This is an optimization exercise on Yosys and OpenROAD, whose aim is small area, a short achievable clock period and few clock cycles per item, not a production implementation. In this exercise RTL edits were held to simulation tests only and were not proved equivalent to the original. No driver is modelled on the clock port, so clocking that relies on it looks cheaper here than on a real chip. No activity file was given, so power comes from the tool's default toggle rates.

== TR ==
==> flow/design.v (excerpt) <==
module inst_mem_fetch #(
  parameter int              DATA_W   = 32,
  parameter int              DEPTH    = 128,
  parameter int              ADDR_W   = 32,
  parameter logic [DATA_W-1:0] NOP_WORD = '0
) (
  input  logic                     clock,
  input  logic                     reset_n,
  input  logic                     prog_en,
  input  logic                     prog_we,
  input  logic [$clog2(DEPTH)-1:0] prog_addr,
  input  logic [DATA_W-1:0]        prog_data,
  input  logic                     fetch_req,
  input  logic [ADDR_W-1:0]        fetch_addr,
  output logic                     fetch_ready,
  output logic                     inst_valid,
  input  logic                     inst_ready,
  output logic [DATA_W-1:0]        inst,
  output logic [1:0]               inst_fault,
  output logic [15:0]              fetch_count
);
Size in the first run: roughly 8200 cells after synthesis, about 4600 flip-flops, about 130 I/O pins, about 160000 µm² of cells after synthesis.
==> module inst_mem_fetch, before the edit <==
module inst_mem_fetch #(
  parameter int              DATA_W   = 32,
  parameter int              DEPTH    = 128,
  parameter int              ADDR_W   = 32,
  parameter logic [DATA_W-1:0] NOP_WORD = '0
) (
  input  logic                     clock,
  input  logic                     reset_n,
  input  logic                     prog_en,
  input  logic                     prog_we,
  input  logic [$clog2(DEPTH)-1:0] prog_addr,
  input  logic [DATA_W-1:0]        prog_data,
  input  logic                     fetch_req,
  input  logic [ADDR_W-1:0]        fetch_addr,
  output logic                     fetch_ready,
  output logic                     inst_valid,
  input  logic                     inst_ready,
  output logic [DATA_W-1:0]        inst,
  output logic [1:0]               inst_fault,
  output logic [15:0]              fetch_count
);
  localparam int AW         = $clog2(DEPTH);
  localparam int GROUPS     = 4;
  localparam int BYTE_SHIFT = $clog2(DATA_W / 8);
  localparam logic [ADDR_W-1:0] LSB_MASK  = ADDR_W'((1 << BYTE_SHIFT) - 1);
  localparam logic [ADDR_W-1:0] DEPTH_LIM = ADDR_W'(DEPTH);
  logic              accept;
  logic [ADDR_W-1:0] word_index;
  logic [1:0]        in_fault;
  logic              s_valid;
  logic [AW-1:0]     s_index;
  logic [1:0]        s_fault;
  logic              a_valid;
  logic [DEPTH-1:0]  a_sel;
  logic [1:0]        a_fault;
  logic              b_valid;
  logic [GROUPS-1:0][DATA_W-1:0] b_part;
  logic [1:0]        b_fault;
  logic              pop;
  logic              b_move;
  logic              b_load;
  logic              a_move;
  logic              a_load;
  logic [GROUPS-1:0][DATA_W-1:0] rd_part;
  logic [DEPTH-1:0]  wr_sel_q;
  logic [DATA_W-1:0] wr_data_q;
  logic [AW-1:0]     ld_index;
  logic [1:0]        ld_fault;
  logic [DEPTH-1:0]  ld_sel;
  logic [DATA_W-1:0] rd_data;
  assign accept     = fetch_ready && fetch_req;
  assign word_index = fetch_addr >> BYTE_SHIFT;
  assign in_fault   = mips_pkg::fault_code(|(fetch_addr & LSB_MASK), word_index >= DEPTH_LIM);
  logic              b_full;
  logic              a_full;
  logic              a_valid_nx;
  logic              b_valid_nx;
  logic              inst_valid_nx;
  assign pop    = inst_valid && inst_ready;
  assign b_load = !b_full || inst_ready;
  assign b_move = b_valid && b_load;
  assign a_load = !a_full || inst_ready;
  assign a_move = a_valid && b_load;
  assign a_valid_nx    = a_load ? (s_valid || accept) : a_valid;
  assign b_valid_nx    = b_load ? a_valid : b_valid;
  assign inst_valid_nx = b_move || (inst_valid && !pop);
  always_comb begin
    rd_data = '0;
    for (int g = 0; g < GROUPS; g++) rd_data = rd_data | b_part[g];
  end
  assign ld_index = s_valid ? s_index : word_index[AW-1:0];
  assign ld_fault = s_valid ? s_fault : in_fault;
  localparam int LO_W = AW / 2 + AW % 2;
  localparam int HI_W = AW - LO_W;
  logic [(1 << LO_W)-1:0] lo_dec;
  logic [(1 << HI_W)-1:0] hi_dec;
  always_comb begin
    for (int j = 0; j < (1 << LO_W); j++) lo_dec[j] = (ld_index[LO_W-1:0] == LO_W'(j));
    for (int j = 0; j < (1 << HI_W); j++)
      hi_dec[j] = (ld_index[AW-1:LO_W] == HI_W'(j)) && (ld_fault == mips_pkg::FAULT_NONE);
    for (int w = 0; w < DEPTH; w++) ld_sel[w] = hi_dec[w >> LO_W] && lo_dec[w % (1 << LO_W)];
  end
  always_ff @(posedge clock or negedge reset_n) begin
    if (!reset_n) begin
      fetch_ready <= 1'b0;
      s_valid     <= 1'b0;
      a_valid     <= 1'b0;
      b_valid     <= 1'b0;
      inst_valid  <= 1'b0;
      b_full      <= 1'b0;
      a_full      <= 1'b0;
      fetch_count <= '0;
    end else begin
      a_valid    <= a_valid_nx;
      b_valid    <= b_valid_nx;
      inst_valid <= inst_valid_nx;
      b_full     <= b_valid_nx && inst_valid_nx;
      a_full     <= a_valid_nx && b_valid_nx && inst_valid_nx;
      if (a_load) begin
        s_valid <= s_valid && accept;
        fetch_ready <= !(s_valid && accept);
      end else begin
        s_valid <= s_valid || accept;
        fetch_ready <= !(s_valid || accept);
      end
      if (accept && (fetch_count != 16'hFFFF)) begin
        fetch_count <= fetch_count + 16'd1;
      end
    end
  end
  always_ff @(posedge clock) begin
    for (int w = 0; w < DEPTH; w++) wr_sel_q[w] <= prog_en && prog_we && (prog_addr == AW'(w));
    wr_data_q <= prog_data;
    if (accept) begin
      s_index <= word_index[AW-1:0];
      s_fault <= in_fault;
    end
    if (a_load) begin
      a_sel   <= ld_sel;
      a_fault <= ld_fault;
    end
    if (b_load) begin
      b_part  <= rd_part;
      b_fault <= a_fault;
    end
    if (b_move) begin
      inst       <= rd_data;
      inst_fault <= b_fault;
    end
  end
  inst_mem_array #(
    .DATA_W (DATA_W),
    .DEPTH  (DEPTH),
    .GROUPS (GROUPS),
    .AW     (AW)
  ) u_array (
    .clock   (clock),
    .wr_sel  (wr_sel_q),
    .wr_data (wr_data_q),
    .rd_sel  (a_sel),
    .rd_part (rd_part)
  );
endmodule
==> flow/config.mk <==
export PLATFORM = sky130hd
export DESIGN_NAME = inst_mem_fetch
export DESIGN_NICKNAME = inst_mem_fetch
export VERILOG_FILES = /design/flow/design.v
export SDC_FILE = /design/flow/constraint.sdc
export NUM_CORES = 4
export LEC_CHECK = 0
export CAP_MARGIN = 20
export CORE_MARGIN = 2
export CORE_UTILIZATION = 55
export CTS_CLUSTER_DIAMETER = 100
export CTS_CLUSTER_SIZE = 25
export SETUP_SLACK_MARGIN = 1.4
export SLEW_MARGIN = 20
export TNS_END_PERCENT = 20
==> flow/constraint.sdc <==
create_clock -name core_clock -period 3.5 [get_ports {clock}]
set_input_delay 0.7000 -clock core_clock [delete_from_list [all_inputs] [get_ports {clock}]]
set_output_delay 0.7000 -clock core_clock [all_outputs]
set_load 0.01 [all_outputs]
standard.sh (not shown) runs the stock make flow with config.mk's settings and CLKGATE_MAP_FILE= SYNTH_SCRIPT=/design/flow/synth_recipe.tcl, a recipe that flattens the netlist after the stock synthesis.
==> flow/flow/run.sh <==
#!/bin/bash
# Standard synthesis and layout, with sizing free to change a cell's footprint, port buffers
# from the regular buffer family, and the clock root split into four buffers on the port
# (flow/post_cts.tcl). Each tool run logs to its own file here.
set -euo pipefail
W=$(pwd)
bash standard.sh synth > synth.log 2>&1
bash standard.sh MATCH_CELL_FOOTPRINT=0 "BUFFER_PORTS_ARGS=-buffer_cell sky130_fd_sc_hd__buf_4" \
  SKIP_CTS_REPAIR_TIMING=1 "POST_CTS_TCL=$W/flow/post_cts.tcl" finish > layout.log 2>&1
Other scripts of this flow, unchanged in this note and not shown: flow/flow/post_cts.tcl, flow/flow/splitroot.tcl
Testbench counts of TR, summed over its fixed seeds: cycles 18,126, items 16,000.
[inputs] AL vs TR
-- flow/design.v --
<<< TR, line 88
  assign word_index = fetch_addr >> BYTE_SHIFT;
  assign in_fault   = mips_pkg::fault_code(|(fetch_addr & LSB_MASK), word_index >= DEPTH_LIM);
  logic              b_full;
  logic              a_full;
  logic              a_valid_nx;
  logic              b_valid_nx;
  logic              inst_valid_nx;
  assign pop    = inst_valid && inst_ready;
  assign b_load = !b_full || inst_ready;
  assign b_move = b_valid && b_load;
  assign a_load = !a_full || inst_ready;
  assign a_move = a_valid && b_load;
  assign a_valid_nx    = a_load ? (s_valid || accept) : a_valid;
  assign b_valid_nx    = b_load ? a_valid : b_valid;
  assign inst_valid_nx = b_move || (inst_valid && !pop);
  always_comb begin
    rd_data = '0;
>>> AL, line 88
  assign word_index = fetch_addr >> BYTE_SHIFT;
  assign in_fault   = mips_pkg::fault_code(|(fetch_addr & LSB_MASK), word_index >= DEPTH_LIM);
  assign pop    = inst_valid && inst_ready;
  assign b_move = b_valid && (!inst_valid || inst_ready);
  assign b_load = !b_valid || b_move;
  assign a_move = a_valid && b_load;
  assign a_load = !a_valid || a_move;
  always_comb begin
    rd_data = '0;
<<< TR, line 124
      b_valid     <= 1'b0;
      inst_valid  <= 1'b0;
      b_full      <= 1'b0;
      a_full      <= 1'b0;
      fetch_count <= '0;
    end else begin
      a_valid    <= a_valid_nx;
      b_valid    <= b_valid_nx;
      inst_valid <= inst_valid_nx;
      b_full     <= b_valid_nx && inst_valid_nx;
      a_full     <= a_valid_nx && b_valid_nx && inst_valid_nx;
      if (a_load) begin
        s_valid <= s_valid && accept;
        fetch_ready <= !(s_valid && accept);
>>> AL, line 116
      b_valid     <= 1'b0;
      inst_valid  <= 1'b0;
      fetch_count <= '0;
    end else begin
      if (a_load) begin
        a_valid <= s_valid || accept;
        s_valid <= s_valid && accept;
        fetch_ready <= !(s_valid && accept);
<<< TR, line 139
        s_valid <= s_valid || accept;
        fetch_ready <= !(s_valid || accept);
      end
      if (accept && (fetch_count != 16'hFFFF)) begin
>>> AL, line 125
        s_valid <= s_valid || accept;
        fetch_ready <= !(s_valid || accept);
      end
      if (b_load) begin
        b_valid <= a_valid;
      end
      if (b_move) begin
        inst_valid <= 1'b1;
      end else if (pop) begin
        inst_valid <= 1'b0;
      end
      if (accept && (fetch_count != 16'hFFFF)) begin
==> summary.txt <==
- On initial standard-cell utilization of the core, AL and TR are basically level.
- The overall track demand over capacity in global routing in AL was higher than what TR gave.
- AL and TR ended up with roughly the same number of maximum-capacitance constraint violations.
- The lower clock network power share came out of AL.
- Leakage power summed over all cells: AL vs TR down about 1%
Testbench counts of AL, summed over its fixed seeds: cycles 18,126, items 16,000.

==> port drivers added, routing unchanged <==
How much do the figures lean on ideal ports? The routed layouts below were timed once more, with nothing changed but the port constraints. Step 1 (the two cells are an assumption about what drives the block):
set clk [get_ports {clock}]
set_driving_cell -lib_cell sky130_fd_sc_hd__clkbuf_16 $clk
set_driving_cell -lib_cell sky130_fd_sc_hd__buf_2 [delete_from_list [all_inputs] $clk]
Step 2 moves the port delays by t, midway between the first and last clock arrival at a register: inputs arrive t later, outputs are due t later. That takes back most of the time a late clock gives input paths. Slacks: ideal / step 1 / step 2; pairs: ideal / step 1.
run | t (ns) | setup WS [ns] | hold slack, ns | latest minus earliest clock arrival (ns) | pins driven straight from the clock port
TR | 0.887 | 1.213 / 1.213 / 0.881 | 0.129 / -0.063 / 0.429 | 0.054 / 0.053 | 4
AL | 0.887 | 1.255 / 1.119 / 0.838 | 0.103 / -0.090 / 0.432 | 0.069 / 0.069 | 4
After both steps every run listed still meets setup and hold. The setup slack of AL, which loses most, moves by -0.136 ns with the drivers and by -0.417 ns with both steps.
